Context: an optimization exercise on an open-source flow, tuned for small area. The choices shown serve that exercise and are no tape-out recipe.
Function was checked by simulation only, so behaviour that the tests miss may differ from the original.
No activity file was given, so power comes from the tool's default toggle rates.

==> flow/design.v <==
module ram_dp_aoi222 (
  input  logic a1, a2, b1, b2, c1, c2,
  output logic y
);
  assign y = ~((a1 & a2) | (b1 & b2) | (c1 & c2));
endmodule
module ram_dp_nand2 (input logic a, b, output logic y);
  assign y = ~(a & b);
endmodule
module ram_dp_nand4 (input logic a, b, c, d, output logic y);
  assign y = ~(a & b & c & d);
endmodule
module ram_dp_nor2 (input logic a, b, output logic y);
  assign y = ~(a | b);
endmodule
module ram_dp_nand3 (input logic a, b, c, output logic y);
  assign y = ~(a & b & c);
endmodule
module ram_dp_or3 (input logic a, b, c, output logic y);
  assign y = a | b | c;
endmodule
module ram_dp_mux256 (
  input  logic [255:0] d,
  input  logic [255:0] s,
  output logic         y
);
  logic [85:0] l1;   
  logic [21:0] l2;   
  logic [10:0] l3;   
  logic [2:0]  l4;   
  for (genvar g = 0; g < 85; g++) begin : g_l1
    ram_dp_aoi222 u (.a1(d[3*g]), .a2(s[3*g]), .b1(d[3*g+1]), .b2(s[3*g+1]),
                     .c1(d[3*g+2]), .c2(s[3*g+2]), .y(l1[g]));
  end
  ram_dp_nand2 u_l1_last (.a(d[255]), .b(s[255]), .y(l1[85]));
  for (genvar g = 0; g < 21; g++) begin : g_l2
    ram_dp_nand4 u (.a(l1[4*g]), .b(l1[4*g+1]), .c(l1[4*g+2]), .d(l1[4*g+3]), .y(l2[g]));
  end
  ram_dp_nand2 u_l2_last (.a(l1[84]), .b(l1[85]), .y(l2[21]));
  for (genvar g = 0; g < 11; g++) begin : g_l3
    ram_dp_nor2 u (.a(l2[2*g]), .b(l2[2*g+1]), .y(l3[g]));
  end
  ram_dp_nand4 u_l4_0 (.a(l3[0]), .b(l3[1]), .c(l3[2]),  .d(l3[3]), .y(l4[0]));
  ram_dp_nand4 u_l4_1 (.a(l3[4]), .b(l3[5]), .c(l3[6]),  .d(l3[7]), .y(l4[1]));
  ram_dp_nand3 u_l4_2 (.a(l3[8]), .b(l3[9]), .c(l3[10]), .y(l4[2]));
  ram_dp_or3   u_l5   (.a(l4[0]), .b(l4[1]), .c(l4[2]), .y(y));
endmodule
module ram_dp_dec4n (
  input  logic [3:0]  a,
  output logic [15:0] y_n
);
  logic [3:0] a_n;
  assign a_n = ~a;
  for (genvar j = 0; j < 16; j++) begin : g_y
    ram_dp_nand4 u (.a(j[0] ? a[0] : a_n[0]), .b(j[1] ? a[1] : a_n[1]),
                    .c(j[2] ? a[2] : a_n[2]), .d(j[3] ? a[3] : a_n[3]), .y(y_n[j]));
  end
endmodule
module ram_dp_dec8 (
  input  logic [7:0]   a,
  output logic [255:0] y
);
  logic [15:0] lo_n, hi_n;
  ram_dp_dec4n u_lo (.a(a[3:0]), .y_n(lo_n));
  ram_dp_dec4n u_hi (.a(a[7:4]), .y_n(hi_n));
  for (genvar w = 0; w < 256; w++) begin : g_row
    ram_dp_nor2 u (.a(hi_n[w/16]), .b(lo_n[w%16]), .y(y[w]));
  end
endmodule
module ram_dp_dec4f (
  input  logic [3:0]  a,
  input  logic        f,
  output logic [15:0] y
);
  for (genvar j = 0; j < 16; j++) begin : g_y
    assign y[j] = (a == j) || f;
  end
endmodule
module ram_dp_dec8fn (
  input  logic [7:0]   a,
  input  logic         f,
  output logic [255:0] y_n
);
  logic [15:0] lo, hi;
  ram_dp_dec4f u_lo (.a(a[3:0]), .f(f), .y(lo));
  ram_dp_dec4f u_hi (.a(a[7:4]), .f(f), .y(hi));
  for (genvar w = 0; w < 256; w++) begin : g_row
    ram_dp_nand2 u (.a(hi[w/16]), .b(lo[w%16]), .y(y_n[w]));
  end
endmodule
module ram_dp_param #(
  parameter int                DATA_W    = 16,
  parameter int                ADDR_W    = 8,
  parameter logic [DATA_W-1:0] CLEAR_VAL = '0
) (
  input  logic                 clk,
  input  logic                 rst_n,
  input  logic                 init_req,
  output logic                 busy,
  input  logic                 a_en,
  input  logic [ADDR_W-1:0]    a_addr,
  output logic [DATA_W-1:0]    a_rdata,
  output logic                 a_valid,
  input  logic                 b_en,
  input  logic                 b_we,
  input  logic [DATA_W/8-1:0]  b_be,
  input  logic [ADDR_W-1:0]    b_addr,
  input  logic [DATA_W-1:0]    b_wdata,
  output logic [DATA_W-1:0]    b_rdata,
  output logic                 b_valid
);
  localparam int NB    = DATA_W / 8;
  localparam int DEPTH = 1 << ADDR_W;
  logic              busy_q;
  logic [ADDR_W-1:0] clr_cnt;
  logic              idle_req, a_rd, b_rd, b_wr;
  always_ff @(posedge clk or negedge rst_n) begin
    if (!rst_n) begin
      busy_q  <= 1'b1;
      clr_cnt <= '0;
    end else if (busy_q) begin
      clr_cnt <= clr_cnt + 1'b1;
      if (clr_cnt == {ADDR_W{1'b1}}) busy_q <= 1'b0;
    end else if (init_req) begin
      busy_q <= 1'b1;
    end
  end
  assign busy     = busy_q;
  assign idle_req = !busy_q && !init_req;
  assign a_rd     = idle_req && a_en;
  assign b_rd     = idle_req && b_en && !b_we;
  assign b_wr     = idle_req && b_en && b_we;
  logic [NB-1:0]     wen, ken_n;
  logic [DATA_W-1:0] wdg;
  logic [DEPTH-1:0]  b_row, w_row_n, a_row;
  for (genvar i = 0; i < NB; i++) begin : g_en
    assign wen[i]   = b_wr && b_be[i];
    assign ken_n[i] = !(busy_q || wen[i]);
    assign wdg[8*i +: 8] = b_wdata[8*i +: 8] & {8{wen[i]}};
  end
  ram_dp_dec8   u_a_dec (.a(a_addr), .y(a_row));
  ram_dp_dec8   u_b_dec (.a(b_addr), .y(b_row));
  ram_dp_dec8fn u_w_dec (.a(b_addr), .f(busy_q), .y_n(w_row_n));
  logic [DEPTH-1:0][NB-1:0]     we;
  logic [DEPTH-1:0][DATA_W-1:0] mem_q;
  for (genvar w = 0; w < DEPTH; w++) begin : g_word
    for (genvar i = 0; i < NB; i++) begin : g_byte
      ram_dp_nor2 u_we (.a(w_row_n[w]), .b(ken_n[i]), .y(we[w][i]));
      always_ff @(posedge clk)
        if (we[w][i]) mem_q[w][8*i +: 8] <= wdg[8*i +: 8];
    end
  end
  logic [DATA_W-1:0][DEPTH-1:0] col;
  logic [DATA_W-1:0] a_word, b_word;
  for (genvar w = 0; w < DEPTH; w++) begin : g_t
    for (genvar b = 0; b < DATA_W; b++) begin : g_b
      assign col[b][w] = mem_q[w][b];
    end
  end
  for (genvar b = 0; b < DATA_W; b++) begin : g_col
    ram_dp_mux256 u_a (.d(col[b]), .s(a_row), .y(a_word[b]));
    ram_dp_mux256 u_b (.d(col[b]), .s(b_row), .y(b_word[b]));
  end
  logic [DATA_W-1:0] a_rdata_q, b_rdata_q;
  logic              a_vld_q, b_vld_q;
  always_ff @(posedge clk or negedge rst_n) begin
    if (!rst_n) begin
      a_rdata_q <= '0;
      a_vld_q   <= 1'b0;
      b_rdata_q <= '0;
      b_vld_q   <= 1'b0;
    end else begin
      a_vld_q <= a_rd;
      b_vld_q <= b_rd;
      if (a_rd) a_rdata_q <= a_word;
      if (b_rd) b_rdata_q <= b_word;
    end
  end
  assign a_rdata = a_rdata_q;
  assign a_valid = a_vld_q;
  assign b_rdata = b_rdata_q;
  assign b_valid = b_vld_q;
endmodule
==> flow/run.sh <==
#!/bin/bash
# synth_recipe.tcl (not shown) runs the flow's synth.tcl, then flattens the netlist and writes it again
# the make line also repeats each setting of config.mk as NAME=value (left out here)
make -C /OpenROAD-flow-scripts/flow DESIGN_CONFIG=/design/flow/config.mk WORK_HOME=/design/flow/orfs CLKGATE_MAP_FILE= SYNTH_SCRIPT=/design/flow/synth_recipe.tcl finish
==> flow/config.mk <==
export PLATFORM = sky130hd
export DESIGN_NAME = ram_dp_param
export DESIGN_NICKNAME = ram_dp_param
export VERILOG_FILES = /design/flow/design.v
export SDC_FILE = /design/flow/constraint.sdc
export NUM_CORES = 4
export LEC_CHECK = 0
export CAP_MARGIN = 0
export CELL_PAD_IN_SITES_DETAIL_PLACEMENT = 1
export CELL_PAD_IN_SITES_GLOBAL_PLACEMENT = 1
export CORE_MARGIN = 2
export CORE_UTILIZATION = 25
export CTS_BUF_LIST = sky130_fd_sc_hd__clkbuf_8 sky130_fd_sc_hd__clkbuf_16
export CTS_CLUSTER_DIAMETER = 90
export CTS_CLUSTER_SIZE = 20
export GPL_TIMING_DRIVEN = 0
export PLACE_DENSITY = 0.38
export SLEW_MARGIN = 0
export SYNTH_HIERARCHICAL = 1
export SYNTH_MINIMUM_KEEP_SIZE = 0
==> flow/constraint.sdc <==
create_clock -name core_clock -period 5.0 [get_ports {clk}]
set_input_delay 1.0000 -clock core_clock [delete_from_list [all_inputs] [get_ports {clk}]]
set_output_delay 1.0000 -clock core_clock [all_outputs]
set_load 0.01 [all_outputs]
==> results.txt, run 1 <==
drt drc=0; most used cell, CP=nand4_1; final setup fails=30; top-count cell post-synth=edfxtp_1; Clock Tree Buf Depth=4; vias in the first global route=approximately 120k; critical path cell sequence=clkdlybuf4s15_2, inv_1, nand4_1, buf_12, nor2_1, a222oi_1, nand4_1, nor2_2, nand4_1, or3_1, mux2_2; final WL=796 mm; Fill cells=67123; crit path kind=in -> reg; Crit Path Max Fanout=16; syn avg cell area=17.2 um2; final std cells w/o fill=between 15000 and 20000; Max-Cap Viols=9; clk slew on worst S/H paths=90 ps; Post-synth top cells=edfxtp_1 (4096), a222oi_1 (2720), nor2_1 (1383); FFs w/ async S/R, synth=1.04%; Yosys warnings=7; Std-Cell Rows=297; initial antenna violation count=around 70; Post-Syn Nets=9606; required time of the worst setup path=between 5000 and 6000 ps; Global Route Usage Sum=22.8%; cts bufs inserted=around 270; Power Dens Cells=321 nW/um2; Avg WL per Cell=41.3 um; Placement Setup Slack=-3800 ps; vias=118198; area of the multi-input gates=roughly 41000 um2; post-DR vias/cell=6.13; layout cells sized above 1=12.2%; Top Ports=75; Tcrit/Tclk final=109%; maximum vdd drop=0.263 mV; Worst Clk Skew=around 41 ps; CTS tree=built; post-route ant nets=0; htree depth=5; Syn Inst Count=about 9600; fmax=0.183 GHz; Core Box Area=654000 um2; Slowest cell on crit path=nand4_1; LEAKAGE=69.0 nW; die area=around 660000 um2; router iterations before antenna repair=14; worst min path class=reg -> reg; die height=814 um; pin count of the biggest net entering global routing=73; initial DRC count=24199; placed insts=18638; final worst slack=-453 ps; status=finished with violations; Chip Width=814 um; Rel. slew slack=-5.14%; Arr. time, crit path=6340 ps; clock sink count=just over 4000; top_reg_cell synth=edfxtp_1; layout check faults=max-capacitance violations, max-slew violations, negative setup slack; initial core utilization=25.1%; Worst setup SP type=primary input; register area=approximately 120000 um2; port bufs=74; Cell variety after synth=31; Root Buffer=clkbuf_16; Clock Latency Late Sink=990 ps; Yosys top cell area share=74.9%; nets@finish=10420; Layout area overhead=17.6%; fin. max-slew vios=69; Syn Std Cell Area=164000 um2; max incr delay on CP=850 ps; gp weighted congestion=0.903; Crit. End Element=flip-flop; global-route wire length before repair=roughly 1100 mm; Final Hold Vio Count=0; EDFF count, synth=4096; GRT Residual Overflow=0; Worst-Margin Slew=1580 ps; Synth area leaders=edfxtp_1 (75%), a222oi_1 (17%), nor2_1 (3.2%); fin crit period=about 5500 ps; #FFs+latches synth=4139; sequential area share after synthesis=75.6%; dominant cell type by area after synthesis=edfxtp_1; DP Wirelength=596 mm
[Yosys stat by module, one instance, submodules excluded, a selection]
module | area [um2] | copies in the design | cells inside
ram_dp_dec4n | 15.0 | 4 | 4
ram_dp_nand2 | 3.75 | 320 | 1
ram_dp_param | 125000 | 1 | 4221
ram_dp_nand3 | 5.00 | 32 | 1
ram_dp_nor2 | 3.75 | 1376 | 1
ram_dp_or3 | 6.26 | 32 | 1
ram_dp_aoi222 | 10.0 | 2720 | 1
ram_dp_dec4f | 206 | 2 | 24
ram_dp_nand4 | 6.26 | 800 | 1
[logic make-up (layout without fill, tap and decap cells)]
kind of cell    Yosys count  after routing  synth area share, %
compound gates         2755           2755                 16.8
xor+xnor                  7              7               0.0373
fa+ha+maj                 1              1              0.00762
buf+inv                  26            963               0.0792
flops                  4139           4139                 75.6
mux                      33             33                0.226
other cells               0            114                    0
simple gates           2604           2604                 7.34
[sequential cells by signal, indices dropped and copies added (netlist names)]
signal / cells
b_vld_q: 1
a_rdata_q: 16
b_rdata_q: 16
mem_q: 4096
a_vld_q: 1
clr_cnt: 8
busy_q: 1
[critical path, delay by kind of cell]
family,cells,cell delay [ps]
buf+inv,3,1110
mux,1,330
simple gates,6,3030
compound gates,1,760
[area by class of cell]
cell class,instances,share of cell area [%]
Sequential cell,4139,64.2
Clock inverter,115,0.560
Clock buffer,277,3.57
Inverter,16,0.0389
Buffer,10,0.0460
Antenna cell,114,0.148
Tap cell,8671,5.62
Timing Repair Buffer,545,4.41
Multi-Input combinational cell,5400,21.4
[cells in the final DEF (no fill, tap or decap), drive strengths merged, types with 5 or more instances in the layout]
cell type	count
clkinv	40
clkbuf	284
bufinv	7
clkdlybuf4s15	8
dfrtp	42
a31o	12
xor2	5
buf	479
clkdlybuf4s50	57
a222oi	2720
nor2	1383
edfxtp	4096
inv	69
a21o	18
nand2	327
or3	32
nand4	801
diode	114
nor2b	8
mux2	33
nand3	32
and3	17
clkinvlp	15
[routing by layer]
layer,global-route usage [%],share of wire (%)
met1,30.8,42
met2,35.4,45
met3,4.47,8.3
met4,10.3,4.9
met5,0.259,0.063
[power breakdown]
part	total (mW)	internal [mW]	leakage, nW	switching (mW)
clock network	23.2	10.5	3.98	12.7
logic	0.973	0.321	13.9	0.652
registers	37.8	37.7	51.1	0.151
total	62.0	48.5	69.0	13.5
[worst paths after layout]
check / slack, ps / depth (start not counted) / end / from
worst min-delay path: 480 / 1 / clr_cnt[7]$_DFFE_PN0P_ / clr_cnt[7]$_DFFE_PN0P_
worst max register to register: 690 / 6 / mem_q[2463]$_DFFE_PP_ / busy_q$_DFF_PN1_
worst min register to register: 480 / 1 / clr_cnt[7]$_DFFE_PN0P_ / clr_cnt[7]$_DFFE_PN0P_
max in group asynchronous: 3710 / 2 / clr_cnt[1]$_DFFE_PN0P_ / rst_n
worst max-delay path: -450 / 11 / b_rdata_q[14]$_DFFE_PN0P_ / b_addr[5]
min in group asynchronous: 600 / 2 / b_vld_q$_DFF_PN0_ / rst_n
[repair_timing]
action                                  in CTS  in global routing
hold buffers                                 1                  0
pin swaps                                   93                 30
resized for setup                          181                 29
hold endpoints to repair                     4                  0
endpoints found under the setup margin      32                 26
buffers inserted                           116                  8
[through the flow]
step | setup TNS [ps] | hold WS, ps | area, um2 | utilization, % | total power [mW]
floorplan | -5487290 | 442 | 164000 | - | 38.8
global placement | - | 462 | 176000 | 26.9 | 39.4
detailed placement | -206220 | 472 | 183000 | 27.9 | 39.5
CTS | 0 | 490 | 192000 | 29.4 | 62.7
global route | -581 | 507 | 193000 | 29.5 | 63.7
finish | -5120 | 485 | 193000 | 29.5 | 62.0
==> run 2: changes to the inputs <==
--- a/flow/design.v
+++ b/flow/design.v
@@ -6,2 +6,8 @@
 endmodule
+module ram_dp_aoi22 (
+  input  logic a1, a2, b1, b2,
+  output logic y
+);
+  assign y = ~((a1 & a2) | (b1 & b2));
+endmodule
 module ram_dp_nand2 (input logic a, b, output logic y);
@@ -24,2 +30,4 @@
   input  logic [255:0] s,
+  input  logic         hq,
+  input  logic         hs,
   output logic         y
@@ -34,3 +42,3 @@
   end
-  ram_dp_nand2 u_l1_last (.a(d[255]), .b(s[255]), .y(l1[85]));
+  ram_dp_aoi22 u_l1_last (.a1(d[255]), .a2(s[255]), .b1(hq), .b2(hs), .y(l1[85]));
   for (genvar g = 0; g < 21; g++) begin : g_l2
@@ -56,2 +64,23 @@
                     .c(j[2] ? a[2] : a_n[2]), .d(j[3] ? a[3] : a_n[3]), .y(y_n[j]));
+  end
+endmodule
+module ram_dp_dec4ne (
+  input  logic [3:0]  a,
+  input  logic        en,
+  output logic [15:0] y_n
+);
+  for (genvar j = 0; j < 16; j++) begin : g_y
+    assign y_n[j] = !((a == j) && en);
+  end
+endmodule
+module ram_dp_dec8e (
+  input  logic [7:0]   a,
+  input  logic         en,
+  output logic [255:0] y
+);
+  logic [15:0] lo_n, hi_n;
+  ram_dp_dec4n  u_lo (.a(a[3:0]), .y_n(lo_n));
+  ram_dp_dec4ne u_hi (.a(a[7:4]), .en(en), .y_n(hi_n));
+  for (genvar w = 0; w < 256; w++) begin : g_row
+    ram_dp_nor2 u (.a(hi_n[w/16]), .b(lo_n[w%16]), .y(y[w]));
   end
@@ -140,4 +169,4 @@
   end
-  ram_dp_dec8   u_a_dec (.a(a_addr), .y(a_row));
-  ram_dp_dec8   u_b_dec (.a(b_addr), .y(b_row));
+  ram_dp_dec8e  u_a_dec (.a(a_addr), .en(a_rd), .y(a_row));
+  ram_dp_dec8e  u_b_dec (.a(b_addr), .en(b_rd), .y(b_row));
   ram_dp_dec8fn u_w_dec (.a(b_addr), .f(busy_q), .y_n(w_row_n));
@@ -153,2 +182,3 @@
   logic [DATA_W-1:0][DEPTH-1:0] col;
+  logic [DATA_W-1:0] a_rdata_q, b_rdata_q;
   logic [DATA_W-1:0] a_word, b_word;
@@ -160,6 +190,5 @@
   for (genvar b = 0; b < DATA_W; b++) begin : g_col
-    ram_dp_mux256 u_a (.d(col[b]), .s(a_row), .y(a_word[b]));
-    ram_dp_mux256 u_b (.d(col[b]), .s(b_row), .y(b_word[b]));
-  end
-  logic [DATA_W-1:0] a_rdata_q, b_rdata_q;
+    ram_dp_mux256 u_a (.d(col[b]), .s(a_row), .hq(a_rdata_q[b]), .hs(!a_rd), .y(a_word[b]));
+    ram_dp_mux256 u_b (.d(col[b]), .s(b_row), .hq(b_rdata_q[b]), .hs(!b_rd), .y(b_word[b]));
+  end
   logic              a_vld_q, b_vld_q;
@@ -174,4 +203,4 @@
       b_vld_q <= b_rd;
-      if (a_rd) a_rdata_q <= a_word;
-      if (b_rd) b_rdata_q <= b_word;
+      a_rdata_q <= a_word;
+      b_rdata_q <= b_word;
     end
--- a/flow/config.mk
+++ b/flow/config.mk
@@ -7,3 +7,3 @@
 export LEC_CHECK = 0
-export CAP_MARGIN = 0
+export CAP_MARGIN = 20
 export CELL_PAD_IN_SITES_DETAIL_PLACEMENT = 1
@@ -17,3 +17,4 @@
 export PLACE_DENSITY = 0.38
-export SLEW_MARGIN = 0
+export SETUP_SLACK_MARGIN = 0.3
+export SLEW_MARGIN = 20
 export SYNTH_HIERARCHICAL = 1
==> run 2 against run 1 <==
Effect of this change:
- fails the layout checks on max-capacitance violations, negative setup slack
- first-iteration DRC count up 0.10%
- sequential share of layout area decreased by 1.3 points
- utilization rose by 0.61 points
- worst hold slack lost 88 ps
- total power grew 0.40%
- die area about the same
- final cell count rose by 1.2%
- largest power group unchanged
- highest routed layer unchanged
==> results.txt, run 2 <==
Syn Inst Count=9537; required time of the worst setup path=5900 ps; Top Ports=between 70 and 80; Min Hold Slack=~400 ps; clk slew on worst S/H paths=90 ps; post-DR vias/cell=6.13; CTS tree=built; Biggest register=mem_q; FFs w/ async S/R, synth=1.04%; met3 usage in global routing=slightly above 4%; Post-Syn Nets=about 9600; Power Dens Cells=316 nW/um2; htree depth=5; sequential area share after synthesis=75.6%; GR peak layer=met2; fin. max-slew vios=0; Std-Cell Rows=297; Yosys top cell area share=74.9%; Post-synth top cells=edfxtp_1 (4096), a222oi_1 (2720), nor2_1 (1385); Worst Clk Skew=between 40 and 50 ps; layout cells sized above 1=17.3%; final worst slack=-185 ps; fmax=0.193 GHz; post-route ant nets=0; Tcrit/Tclk final=104%; maximum vdd drop=0.243 mV; router iterations before antenna repair=14; layout check faults=max-capacitance violations, negative setup slack; number of flip-flops in the largest register=4096; status=finished with violations; initial core utilization=25.1%; Total Power=62.3 mW; Core Box Area=654000 um2; Layout area overhead=20.0%; final std cells w/o fill=roughly 20000; vias in the first global route=roughly 120k; Chip Width=814 um; Worst setup SP type=flip-flop; Yosys warnings=7; global-route wire length before repair=~1100 mm; Synth area leaders=edfxtp_1 (75%), a222oi_1 (17%), nor2_1 (3.2%); placed inst area=185000 um2; crit path kind=reg -> reg; die height=814 um; final design utilization=a little under a third; syn avg cell area=17.2 um2; Largest regs=mem_q x4096, a_rdata_q x16, b_rdata_q x16; placed insts=18764; DP Wirelength=612 mm; Clock Latency Late Sink=1010 ps; Final Cell Area=197000 um2; nets@finish=10573; worst min path class=in -> async; Fin Setup TNS=-892 ps; #FFs+latches synth=roughly 4100; Global Route Usage Sum=between 20% and 30%; final WL=812 mm; initial DRC count=24224; RSZ-0062 raised after global routing=true; Final Hold Vio Count=0; Clock Tree Buf Depth=4; initial antenna violation count=101; top-count cell post-synth=edfxtp_1; Crit. End Element=flip-flop; Placement Setup Slack=-2160 ps; dominant cell type by area after synthesis=edfxtp_1; Worst-Margin Slew=roughly 1500 ps; met2 GRT Util=between 30 and 40%; Root Buffer=clkbuf_16; die area=~660000 um2; commonest non-fill, non-tap cell in the layout=edfxtp_1; Crit Path Max Fanout=16; Arr. time, crit path=6080 ps; EDFF count, synth=~4000; LEAKAGE=70.0 nW; port bufs=74; drt drc=0; vias=~120k; gp weighted congestion=a little under 0.9; clock sink count=4139; Avg WL per Cell=41.6 um; final setup fails=7; top_reg_cell synth=edfxtp_1; cts bufs inserted=270; fin crit period=~5200 ps; grt met1 use=32.0%; Max-Cap Viols=1; most frequent cells in the layout=edfxtp_1 (4096), a222oi_1 (2720), nand4_1 (770), nor2_1 (689), nor2_2 (515); pin count of the biggest net entering global routing=slightly above 60; Cell variety after synth=35; GRT Residual Overflow=0; Rel. slew slack=less than 1%; Syn Std Cell Area=164000 um2
[run 2: cell families (layout without fill, tap and decap cells)]
group           count (synthesis)  after routing  share of synthesized area, %
flops                        4139           4139                          75.6
compound gates               2787           2787                          17.0
simple gates                 2586           2593                          7.30
buf+inv                        16           1131                        0.0572
xor+xnor                        7              7                        0.0374
fa+ha+maj                       1              1                       0.00762
mux                             1              1                       0.00686
other cells                     0            180                             0
[run 2: final timing paths]
path,start,endpoint,slack [ps],cells past startpoint
max in group asynchronous,rst_n,a_rdata_q[11]$_DFF_PN0_,4030,3
setup / recovery,busy_q$_DFF_PN1_,a_rdata_q[1]$_DFF_PN0_,-180,15
min in group core_clock,clr_cnt[7]$_DFFE_PN0P_,busy_q$_DFF_PN1_,450,1
hold reg to reg,clr_cnt[7]$_DFFE_PN0P_,busy_q$_DFF_PN1_,450,1
setup reg to reg,busy_q$_DFF_PN1_,a_rdata_q[1]$_DFF_PN0_,-180,15
hold / removal,rst_n,a_vld_q$_DFF_PN0_,400,2
[run 2: per-module statistics from Yosys (local to each module, per instance), a selection]
module	flops+latches	area, um2	cells inside
ram_dp_nand2	0	3.75	1
ram_dp_dec4f	0	206	24
ram_dp_aoi222	0	10.0	1
ram_dp_nand3	0	5.00	1
ram_dp_dec4ne	0	123	23
ram_dp_param	4139	124000	4187
ram_dp_nor2	0	3.75	1
ram_dp_nand4	0	6.26	1
ram_dp_aoi22	0	12.5	1
ram_dp_dec4n	0	15.0	4
ram_dp_or3	0	6.26	1
[run 2: worst max-delay path: stages, from the launching register on]
cell,delay (ps)
dfstp_4,660
buf_12,110
nor2_4,40
nand2_4,110
clkinvlp_4,120
buf_12,160
and3b_4,240
buf_12,160
nand2_8,150
buf_12,170
nor2_4,90
a222oi_1,570
nand4_1,390
nor2_4,430
nand4_1,900
or3_1,680
[run 2: area by class of cell]
| type | count | area (um2) |
|---|---|---|
| Antenna cell | 180 | 450 |
| Tap cell | 8671 | 10800 |
| Inverter | 9 | 37.5 |
| Buffer | 7 | 68.8 |
| Sequential cell | 4139 | 124000 |
| Clock buffer | 280 | 7010 |
| Timing Repair Buffer | 716 | 9980 |
| Clock inverter | 119 | 1150 |
| Fill cell | 67074 | 457000 |
| Multi-Input combinational cell | 5389 | 43400 |
[run 2: power breakdown]
part	switching [mW]	internal [mW]	total, mW
logic	0.566	0.266	0.833
clock network	12.8	10.7	23.5
registers	0.215	37.7	37.9
[run 2: layer usage]
metal | part of all wire, % | routed length (um)
met1 | 42 | 344000
met5 | 0.028 | 230
met3 | 8.3 | 67700
met4 | 3.9 | 31700
met2 | 45 | 369000
[run 2: repair_timing]
action | 4_1_cts | 5_1_grt
buffers inserted | 62 | 92
endpoints found under the hold margin | 10 | 0
endpoints found under the setup margin | 32 | 30
pin swaps | 166 | 139
hold buffers | 1 | 0
resized for setup | 366 | 83
cloned | 4 | 5
==> run 3: changes to the inputs <==
--- a/flow/design.v
+++ b/flow/design.v
@@ -59,7 +59,4 @@
 );
-  logic [3:0] a_n;
-  assign a_n = ~a;
   for (genvar j = 0; j < 16; j++) begin : g_y
-    ram_dp_nand4 u (.a(j[0] ? a[0] : a_n[0]), .b(j[1] ? a[1] : a_n[1]),
-                    .c(j[2] ? a[2] : a_n[2]), .d(j[3] ? a[3] : a_n[3]), .y(y_n[j]));
+    assign y_n[j] = (a != j);
   end
--- a/flow/config.mk
+++ b/flow/config.mk
@@ -11,3 +11,3 @@
 export CORE_MARGIN = 2
-export CORE_UTILIZATION = 25
+export CORE_UTILIZATION = 30
 export CTS_BUF_LIST = sky130_fd_sc_hd__clkbuf_8 sky130_fd_sc_hd__clkbuf_16
@@ -16,4 +16,4 @@
 export GPL_TIMING_DRIVEN = 0
-export PLACE_DENSITY = 0.38
-export SETUP_SLACK_MARGIN = 0.3
+export PLACE_DENSITY = 0.44
+export SETUP_SLACK_MARGIN = 0.5
 export SLEW_MARGIN = 20
==> run 3 against run 2 <==
Effect of this change:
- the run now finishes clean
- utilization up 5.4 points
- wire length is 5.1% lower
- final cell count is 8.4% lower
- area after synthesis is essentially flat
==> results.txt, run 3 <==
status=timing/DRC/antenna clean; Syn Inst Count=around 9500; Final Hold Vio Count=0; top-count cell post-synth=edfxtp_1; Global Route Usage Sum=between 20% and 30%; fmax=0.204 GHz; Critical Path Start=busy_q$_DFF_PN1_; fin. max-slew vios=0; Post-synth top cells=edfxtp_1 (4096), a222oi_1 (2720), nor2_1 (1385); initial antenna violation count=roughly 80; initial DRC count=25305; Min Hold Slack=about 440 ps; post-DR vias/cell=6.69; R2R Path End=a_rdata_q[5]$_DFF_PN0_; clk slew on worst S/H paths=90 ps; final setup fails=0; Power Dens Cells=slightly above 300 nW/um2; dominant cell type by area after synthesis=edfxtp_1; vias=119426; Final Cell Area=about 190000 um2; Crit. End Element=flip-flop; Syn Std Cell Area=between 150000 and 200000 um2; layout cells sized above 1=16.6%; most frequent cells in the layout=edfxtp_1 (4096), a222oi_1 (2720), nand4_1 (740), nor2_1 (711), nor2_2 (438); Post-Syn Nets=between 9000 and 10000; Worst-Margin Slew=about 1200 ps; RSZ-0062 raised after global routing=true; placed inst area=182000 um2; maximum vdd drop=0.310 mV; router iterations before antenna repair=14; Clock Latency Late Sink=1050 ps; vias in the first global route=116658; DP Wirelength=561 mm; worst setup path end=a_rdata_q[5]$_DFF_PN0_; Worst Clk Skew=96.0 ps; die area=~550000 um2; required time of the worst setup path=between 5000 and 6000 ps; htree depth=4; flop2flop setup slack=around 110 ps; syn avg cell area=17.2 um2; commonest non-fill, non-tap cell in the layout=edfxtp_1; RR Startpoint=busy_q$_DFF_PN1_; pin count of the biggest net entering global routing=64; worst min path class=reg -> reg; final std cells w/o fill=approximately 18000; final design utilization=roughly 36%; cts bufs inserted=around 240; FF-to-FF path depth=14; Core Box Area=about 550000 um2; Placement Setup Slack=-2410 ps; final WL=between 700 and 800 mm; Std-Cell Rows=271; number of flip-flops in the largest register=4096; port bufs=74; post-route ant nets=0; Worst setup SP type=flip-flop; final worst slack=approximately 110 ps; clock sink count=between 4000 and 5000; Crit Path Max Fanout=6; gp weighted congestion=0.948; Biggest register=mem_q; EDFF count, synth=4096; Max-Cap Viols=0; fin crit period=4890 ps; Clock Tree Buf Depth=4; initial core utilization=a little under a third; Arr. time, crit path=5800 ps; nets@finish=approximately 11000; Synth area leaders=edfxtp_1 (75%), a222oi_1 (17%), nor2_1 (3.2%); Largest regs=mem_q x4096, a_rdata_q x16, b_rdata_q x16; placed insts=17176; Chip Width=744 um; die height=744 um; GRT Residual Overflow=0; CTS tree=built; global-route wire length before repair=1020 mm; #FFs+latches synth=4139; Yosys warnings=7; Layout area overhead=18.0%; LEAKAGE=69.5 nW; top_reg_cell synth=edfxtp_1; Yosys top cell area share=74.9%; Rel. slew slack=approximately a fifth; Cell variety after synth=40; Root Buffer=clkbuf_16; FFs w/ async S/R, synth=1.04%; sequential area share after synthesis=75.5%; drt drc=0; Avg WL per Cell=approximately 43 um; crit path kind=reg -> reg; Tcrit/Tclk final=97.8%; Top Ports=75
-- run 3: cell families (layout without fill, tap and decap cells) --
family                     after synthesis  in the layout  share of synthesized area (%)
AOI/OAI and AO/OA                     2787           2787                           17.0
xor gates and xnor gates                 7              7                         0.0373
adders and majority gates                1              1                        0.00761
buffers and inverters                   16           1029                         0.0663
DFF                                   4139           4139                           75.5
muxes                                    1              1                        0.00685
other                                    0             63                              0
and+or+nand+nor                       2586           2602                           7.37
-- run 3: per-module statistics from Yosys (local to each module, per instance), excerpt --
| module | flip-flops and latches | cells inside |
|---|---|---|
| ram_dp_nand4 | 0 | 1 |
| ram_dp_nand3 | 0 | 1 |
| ram_dp_dec4f | 0 | 24 |
| ram_dp_dec4n | 0 | 20 |
| ram_dp_aoi222 | 0 | 1 |
| ram_dp_aoi22 | 0 | 1 |
| ram_dp_nand2 | 0 | 1 |
| ram_dp_nor2 | 0 | 1 |
-- run 3: stage by stage --
stage	power [mW]	setup TNS, ps
5_1_grt	61.1	0
3_5_place_dp	39.4	-64420
6_report	59.6	0
3_3_place_gp	39.3	-
4_1_cts	60.0	0
2_1_floorplan	38.8	-4030900
-- run 3: worst min-delay path by stage --
stage | to | start | depth (start not counted) | slack, ps
after floorplan | busy_q$_DFF_PN1_ | clr_cnt[7]$_DFFE_PN0P_ | 1 | 410
after global placement | busy_q$_DFF_PN1_ | clr_cnt[7]$_DFFE_PN0P_ | 1 | 440
after detailed placement | busy_q$_DFF_PN1_ | clr_cnt[7]$_DFFE_PN0P_ | 1 | 430
after CTS | busy_q$_DFF_PN1_ | clr_cnt[7]$_DFFE_PN0P_ | 1 | 440
after global routing | busy_q$_DFF_PN1_ | clr_cnt[7]$_DFFE_PN0P_ | 1 | 470
final | busy_q$_DFF_PN1_ | clr_cnt[7]$_DFFE_PN0P_ | 1 | 440
-- run 3: final cells by class --
cell class,count,area [um2]
buffer,15,124
sequential,4139,124000
tap,7234,9050
multi-input combinational,5398,44100
fill,54149,351000
timing repair buffer,682,9560
antenna,63,158
inverter,1,7.51
clock buffer,244,6070
clock inverter,87,651
-- run 3: what timing repair did --
action,in CTS,in global routing
pin swaps,228,213
resized for setup,520,128
cloned,9,14
buffers inserted,100,166
setup endpoints to repair,32,32
endpoints found under the hold margin,10,0
hold buffers,1,0
-- run 3: power by group --
part	switching [mW]	internal (mW)	leakage, nW	total (mW)
sequential	0.208	37.7	51.1	37.9
clock	11.8	9.01	3.47	20.8
combinational	0.570	0.269	14.9	0.839
total	12.6	47.0	69.5	59.6
-- run 3: worst max-delay path, cell delays in order (launching register included) --
cell and delay (ps):
dfstp_4 650, buf_8 100, nor2_4 50, nand2_8 70
clkinvlp_4 100, buf_8 150, nor3b_4 170, nand3_4 140
buf_12 190, nor2_4 110, a222oi_1 660, nand4_1 620
nor2_4 370, nand4_1 650, or3_4 630
-- run 3: layer usage --
layer  part of all wire, %  GRT usage, %  up-vias  wire (um)
li1                      -             -    47703          -
met2                    43          39.8     6891     334000
met5                 0.028             0        -        213
met4                   4.7          10.6       26      36000
met1                    41          37.0    63843     319000
met3                    11          6.44      963      81100
==> run 4: changes to the inputs <==
--- a/flow/design.v
+++ b/flow/design.v
@@ -24,4 +24,4 @@
 endmodule
-module ram_dp_or3 (input logic a, b, c, output logic y);
-  assign y = a | b | c;
+module ram_dp_inv (input logic a, output logic y);
+  assign y = ~a;
 endmodule
@@ -38,2 +38,3 @@
   logic [2:0]  l4;   
+  logic [2:0]  l5;   
   for (genvar g = 0; g < 85; g++) begin : g_l1
@@ -53,3 +54,6 @@
   ram_dp_nand3 u_l4_2 (.a(l3[8]), .b(l3[9]), .c(l3[10]), .y(l4[2]));
-  ram_dp_or3   u_l5   (.a(l4[0]), .b(l4[1]), .c(l4[2]), .y(y));
+  for (genvar g = 0; g < 3; g++) begin : g_l5
+    ram_dp_inv u (.a(l4[g]), .y(l5[g]));
+  end
+  ram_dp_nand3 u_l6 (.a(l5[0]), .b(l5[1]), .c(l5[2]), .y(y));
 endmodule
==> run 4 against run 3 <==
Effect of this change:
- worst hold slack worse by 76 ps
- sequential power about the same
- total power about the same
- via count down 0.39%
- critical path depth up 1
- die area up 0.19%
- register-to-register slack better by 260 ps
- final cell count down 0.13%
- largest cell class unchanged
==> results.txt, run 4 <==
placed insts=17284; Std-Cell Rows=272; Largest regs=mem_q x4096, a_rdata_q x16, b_rdata_q x16; clk slew on worst S/H paths=approximately 90 ps; Top Ports=75; FFs w/ async S/R, synth=1.04%; post-route ant nets=0; initial antenna violation count=58; clock sink count=4139; Max-Cap Viols=0; final setup fails=0; RSZ-0062 raised after global routing=true; GRT Residual Overflow=0; fin. max-slew vios=0; Synth area leaders=edfxtp_1 (75%), a222oi_1 (17%), nor2_1 (3.2%); post-DR vias/cell=6.67; Fin Setup TNS=0 ps; Worst Clk Skew=98.1 ps; Yosys warnings=7; Min Hold Slack=368 ps; Clock Tree Buf Depth=4; Worst-Margin Slew=1230 ps; sequential power share=63.6%; LEAKAGE=a little under 70 nW; Post-Syn Nets=9674; pin count of the biggest net entering global routing=64; RR Startpoint=busy_q$_DFF_PN1_; router iterations before antenna repair=14; final WL=767 mm; Avg WL per Cell=between 40 and 50 um; Chip Width=745 um; Post-synth top cells=edfxtp_1 (4096), a222oi_1 (2720), nor2_1 (1385); Syn Inst Count=9633; Power Dens Cells=about 310 nW/um2; top_reg_cell synth=edfxtp_1; Sw Share=a little over a fifth; cts bufs inserted=around 240; layout cells sized above 1=15.5%; Arr. time, crit path=5500 ps; #FFs+latches synth=4139; switching pwr=about 13 mW; FF-to-FF path depth=16; Layout area overhead=17.4%; htree depth=4; Cell variety after synth=39; maximum vdd drop=0.324 mV; Gate power share=1.4%; commonest non-fill, non-tap cell in the layout=edfxtp_1; GR peak layer=met2; Root Buffer=clkbuf_16; Final Cell Area=193000 um2; Syn Std Cell Area=approximately 160000 um2; Clock Power Share=around a third; global-route wire length before repair=1020 mm; EDFF count, synth=between 4000 and 5000; Yosys top cell area share=74.7%; CTS tree=built; DP Wirelength=approximately 560 mm; Worst setup SP type=primary input; R2R Path End=b_rdata_q[4]$_DFF_PN0_; total internal power=46.9 mW; status=timing/DRC/antenna clean; flop2flop setup slack=370 ps; die area=between 500000 and 600000 um2; Rel. slew slack=18.0%; Crit. End Element=flip-flop; Tcrit/Tclk final=93.2%; dominant cell type by area after synthesis=edfxtp_1; vias=118963; met3 usage in global routing=5.53%; port bufs=74; syn avg cell area=approximately 17 um2; worst min path class=in -> async; placed inst area=approximately 180000 um2; crit path kind=in -> reg; Final Hold Vio Count=0; Crit Path Max Fanout=6; fmax=between 0.2 and 0.25 GHz; fin crit period=4660 ps; number of flip-flops in the largest register=4096; initial core utilization=30.1%; Global Route Usage Sum=26.6%; met2 GRT Util=between 40% and 50%; Total Power=around 60 mW; vias in the first global route=117353; Biggest register=mem_q; most frequent cells in the layout=edfxtp_1 (4096), a222oi_1 (2720), nand4_1 (740), nor2_1 (712), nor2_2 (395); nets@finish=10501; Fill cells=54424; die height=745 um; gp weighted congestion=slightly below 1; initial DRC count=between 20000 and 30000; required time of the worst setup path=5830 ps; Clock Latency Late Sink=about 1100 ps; drt drc=0; grt met1 use=35.6%; top-count cell post-synth=edfxtp_1; sequential area share after synthesis=75.4%; Core Box Area=548000 um2; final std cells w/o fill=approximately 18000
run 4: final cells by class:
cell class              count  area [um2]  share of cell area, %
flip-flops and latches   4139      124000                   64.2
multi-input cells        5382       44100                   22.8
well taps                7261        9080                   4.70
repair buffers            588        8720                   4.51
clock buffers             239        5970                   3.09
clock inverters            75         658                  0.341
inverters                  97         368                  0.190
plain buffers              15         116                 0.0602
diodes                     43         108                 0.0557
run 4: power groups by stage:
stage	sequential, mW	clock (mW)	combinational [mW]
3_5_place_dp	38.7	0	0.781
2_1_floorplan	38.6	0	0.231
4_1_cts	37.9	21.4	0.833
3_3_place_gp	38.6	0	0.660
6_report	37.9	20.8	0.846
5_1_grt	37.9	22.3	0.868
run 4: worst max-delay path: stages:
cell and delay, ps:
clkdlybuf4s50_1 750, nand2_2 230, nor2_4 110, nor3b_4 250, nand2_4 230, buf_12 190, nor2_4 60, buf_12 160
buf_4 130, a222oi_1 460, nand4_1 370, nor2_1 420, nand4_1 660, inv_1 220, nand3_1 210
run 4: modules after synthesis, one instance, submodules excluded, a selection:
module / cell area [um2] / cells / copies in the design / flops+latches
ram_dp_param: 124000 / 4187 / 1 / 4139
ram_dp_nand2: 3.75 / 1 / 288 / 0
ram_dp_inv: 3.75 / 1 / 96 / 0
ram_dp_nand3: 5.00 / 1 / 64 / 0
ram_dp_dec4ne: 123 / 23 / 2 / 0
ram_dp_aoi22: 12.5 / 1 / 32 / 0
run 4: stage by stage:
stage	setup slack [ps]	util [%]
global placement	-8300	31.9
global route	464	35.3
finish	338	35.3
CTS	456	35.0
detailed placement	-2560	33.2
floorplan	-708	-
run 4: cell families after synthesis:
kind of cell    synth area share, %
compound gates                 17.0
xor+xnor                     0.0372
fa+ha+maj                   0.00760
buf+inv                       0.285
flops                          75.4
mux                         0.00684
simple gates                   7.33
run 4: worst max-delay path by stage:
stage	start	endpoint	slack, ps
after floorplan	init_req	mem_q[1001]$_DFFE_PP_	-710
after global placement	b_we	mem_q[2470]$_DFFE_PP_	-8300
after detailed placement	init_req	a_rdata_q[5]$_DFF_PN0_	-2560
after CTS	busy_q$_DFF_PN1_	b_rdata_q[0]$_DFF_PN0_	460
after global routing	busy_q$_DFF_PN1_	b_rdata_q[6]$_DFF_PN0_	460
final	b_en	b_rdata_q[4]$_DFF_PN0_	340
run 4: layer usage:
layer  up-vias  share of wire [%]  wire length, um
li1      47661                  -                -
met1     63837                 40           306000
met2      6495                 46           351000
met3       944                9.5            72800
met4        26                4.9            37400
met5         -              0.021              163
run 4: repair_timing:
| action | CTS | global route |
|---|---|---|
| hold buffers | 1 | 0 |
| setup buffers | 79 | 112 |
| cloned | 0 | 2 |
| pin swaps | 141 | 74 |
| gates resized for setup | 531 | 70 |
| setup endpoints to repair | 32 | 30 |
| hold endpoints to repair | 10 | 0 |

port drivers added, routing unchanged:
In the flow no input, the clock included, has a driving cell. The finished layouts below were timed again as built, in two steps.
Step 1: set_driving_cell puts a clkbuf_16 on clk and a buf_2 on each other input, an assumption about the parent block.
Step 2, shift: input delay + t, output delay - t, t = (earliest + latest rising clock arrival at the registers) / 2. This alone moves slack from input paths to output paths.
Three values: ideal, step 1, step 2; two values: the first two.
run	t (ns)	setup WS [ns]	worst hold slack (ns)
run 1	1.119	-0.453 / -0.516 / -1.635	0.485 / 0.485 / 0.485
run 2	1.127	-0.185 / -0.185 / -1.301	0.397 / 0.289 / 0.455
run 3	1.131	0.108 / 0.108 / -0.972	0.444 / 0.394 / 0.444
run 4	1.131	0.338 / 0.197 / -0.934	0.368 / 0.271 / 0.462
With both steps, setup timing fails in run 3 and run 4, where it was met with ideal ports. For run 4, which loses most, drivers alone change the setup slack by -0.141 ns; drivers and shift together by -1.272 ns.
